This design comes from an exercise in tuning for small area on the open sky130 flow, not from production work. The RTL was checked by simulation tests, not by an equivalence proof against the original design. Power and IR drop assume default switching activity.

// thread_mmu
module thread_mmu #(
   parameter int NUM_TRD = 8,
   parameter int TRD_W   = 3,
   parameter int AW      = 32
) (
   input  logic             clk,
   input  logic             rst_n,
   input  logic [AW-1:0]    i_addr,
   input  logic [TRD_W-1:0] i_trd,
   input  logic             i_rd,
   input  logic [AW-1:0]    d_addr,
   input  logic [TRD_W-1:0] d_trd,
   input  logic             d_rd,
   input  logic             d_wr,
   output logic             i_segfault,
   output logic             d_segfault,
   input  logic             i_fill_req,
   input  logic             d_fill_req,
   input  logic             d_fill_wr,
   output logic             i_fill_done,
   output logic             d_fill_done,
   output logic             fill_err,
   input  logic             cfg_we,
   input  logic             cfg_side,
   input  logic [TRD_W-1:0] cfg_trd,
   input  logic [AW-1:0]    cfg_base,
   input  logic [AW-1:0]    cfg_limit,
   input  logic             ready,
   input  logic             tx_done,
   output logic [1:0]       mem_op,
   output logic [63:0]      cpu_addr
);
For scale: roughly 3400 cells after synthesis, about 220 I/O pins.
==> flow/config.mk <==
export PLATFORM = sky130hd
export DESIGN_NAME = thread_mmu
export DESIGN_NICKNAME = thread_mmu
export VERILOG_FILES = /design/flow/design.v
export SDC_FILE = /design/flow/constraint.sdc
export NUM_CORES = 4
export LEC_CHECK = 0
export CAP_MARGIN = 0
export CORE_MARGIN = 2
export CORE_UTILIZATION = 40
export CTS_BUF_LIST = sky130_fd_sc_hd__clkbuf_8 sky130_fd_sc_hd__clkbuf_16
export CTS_CLUSTER_DIAMETER = 120
export CTS_CLUSTER_SIZE = 30
export PLACE_DENSITY = 0.6
export SLEW_MARGIN = 0
export SYNTH_HIERARCHICAL = 1
==> flow/constraint.sdc <==
create_clock -name core_clock -period 7.0 [get_ports {clk}]
set_input_delay 1.4000 -clock core_clock [delete_from_list [all_inputs] [get_ports {clk}]]
set_output_delay 1.4000 -clock core_clock [all_outputs]
set_load 0.01 [all_outputs]
run.sh (not shown) runs the stock make flow with config.mk's settings and CLKGATE_MAP_FILE= SYNTH_SCRIPT=/design/flow/synth_recipe.tcl, a recipe that flattens the netlist after the stock synthesis.
Rerun with:
Settings changed: CORE_UTILIZATION 40 to 65, CTS_BUF_LIST sky130_fd_sc_hd__clkbuf_8 sky130_fd_sc_hd__clkbuf_16 to sky130_fd_sc_hd__clkbuf_16, CTS_CLUSTER_DIAMETER 120 to 80, CTS_CLUSTER_SIZE 30 to 25, PLACE_DENSITY 0.6 to 0.75.
Result: Register-to-register slack got worse by 0.53 ns. Power goes up slightly. Clock power grows by a few percent. Wire length decreases by a few percent. Sequential cell count is unchanged. Non-clock buffer count rises by 10. Sequential share of layout area is higher by 0.45 points. Via count rose by a few percent. Core utilization goes up by 29 points. Combinational power went up slightly.

========
thread_mmu again, from the RTL that the note above started with.
make LEC_CHECK=0 CAP_MARGIN=0 CORE_MARGIN=2 CORE_UTILIZATION=40 CTS_BUF_LIST=sky130_fd_sc_hd__clkbuf_16 CTS_CLUSTER_DIAMETER=80 CTS_CLUSTER_SIZE=25 PLACE_DENSITY=0.6 SLEW_MARGIN=0 SYNTH_HIERARCHICAL=1 finish   # period 7.0 ns
==> next run, changes <==
==> flow/flow/run.sh (new file) <==
#!/bin/bash
# The standard layout (standard.sh, with the standard synthesis unchanged), with:
#  - port buffers as buf_1 cells (buffer_ports -buffer_cell),
#  - CTS with larger sink clusters and no dummy loads,
#  - non-critical gates downsized after global routing (RECOVER_POWER).
# The make output goes to standard_flow.log; each ORFS step keeps its own log under orfs/logs.
set -euo pipefail
bash standard.sh \
  BUFFER_PORTS_ARGS="-buffer_cell sky130_fd_sc_hd__buf_1" \
  CTS_ARGS="-sink_clustering_enable -repair_clock_nets -sink_clustering_size 25 -sink_clustering_max_diameter 80 -buf_list sky130_fd_sc_hd__clkbuf_16 -dont_use_dummy_load" \
  RECOVER_POWER=100 \
  finish > standard_flow.log 2>&1
==> flow/standard.sh (new file) <==
#!/bin/bash
# synth_recipe.tcl (not shown) runs the flow's synth.tcl, then flattens the netlist and writes it again
# the make line also repeats each setting of config.mk as NAME=value (left out here)
make -C /OpenROAD-flow-scripts/flow DESIGN_CONFIG=/design/flow/config.mk WORK_HOME=/design/flow/orfs CLKGATE_MAP_FILE= SYNTH_SCRIPT=/design/flow/synth_recipe.tcl "${@:-finish}"
Settings changed: CTS_BUF_LIST sky130_fd_sc_hd__clkbuf_16 to not set, CTS_CLUSTER_DIAMETER 80 to not set, CTS_CLUSTER_SIZE 25 to not set.
removed: flow/run.sh
=> The changed run finished with capacitance limit, slew limit left; cell count fell by 1.7%; worst setup slack improved by 16 ps; utilization came out lower by 2.2 points; synthesized area does not change; first-iteration DRC count climbs by 15%; wire length went up by 4.1%; synthesized cell count stays the same; clock-buffer cell count drops by 5; power shrinks by 3.5%.
==> next run, changes <==
--- a/flow/flow/run.sh
+++ b/flow/flow/run.sh
@@ -4,2 +4 @@
-#  - CTS with larger sink clusters and no dummy loads,
-#  - non-critical gates downsized after global routing (RECOVER_POWER).
+#  - CTS with larger sink clusters and no dummy loads.
@@ -11 +9,0 @@
-  RECOVER_POWER=100 \
What happened: With this change the flow completed with no timing, DRC or antenna violations. Worst setup slack loses 20 ps. Clock skew hardly moves. Area after synthesis is unchanged. Worst hold slack barely changes. Design area stays flat. Die area is unchanged. Via count climbs by 0.34%. Final cell count does not change. Routed wire length hardly moves.
==> next run, changes <==
Settings changed: CORE_UTILIZATION 40 to 60, PLACE_DENSITY 0.6 to 0.7.
Outcome: The changed run ran to the end with no violations. Count of clock-buffer cells in the layout is lower by 2. Sequential cell count stays the same. Setup slack loses 6.1 ps. Cell count is lower by a little under a tenth. Final area is lower slightly.

## what the ideal ports hide
How much do the figures lean on ideal ports? The routed layouts below were timed once more, with nothing changed but the port constraints.
Step 1, drivers: a clkbuf_16 drives clk and a buf_2 each remaining input, both assumed.
Step 2 also shifts input and output timing later by t, the mid clock arrival at the registers, as if the neighbouring blocks saw the same clock.
a / b / c = ideal / step 1 / step 2; a / b = the first two.
run | t, ns | setup WS [ns] | hold WS [ns] | clock arrival spread, ns
the first run of note 1 | 0.696 | 0.179 / 0.103 / 0.103 | 0.483 / 0.483 / 0.483 | 0.028 / 0.028
the second run of note 1 | 0.702 | 0.099 / 0.077 / -0.028 | 0.471 / 0.471 / 0.471 | 0.024 / 0.023
the first run of note 2 | 0.716 | 0.191 / 0.081 / 0.081 | 0.477 / 0.477 / 0.477 | 0.034 / 0.034
the second run of note 2 | 0.718 | 0.207 / 0.184 / -0.463 | 0.471 / 0.471 / 0.471 | 0.053 / 0.053
the third run of note 2 | 0.716 | 0.187 / 0.162 / 0.162 | 0.473 / 0.473 / 0.473 | 0.048 / 0.048
the fourth run of note 2 | 0.699 | 0.180 / 0.148 / 0.148 | 0.484 / 0.484 / 0.484 | 0.031 / 0.031
The setup slack of the second run of note 2, which loses most, moves by -0.023 ns with the drivers and by -0.670 ns with both steps.
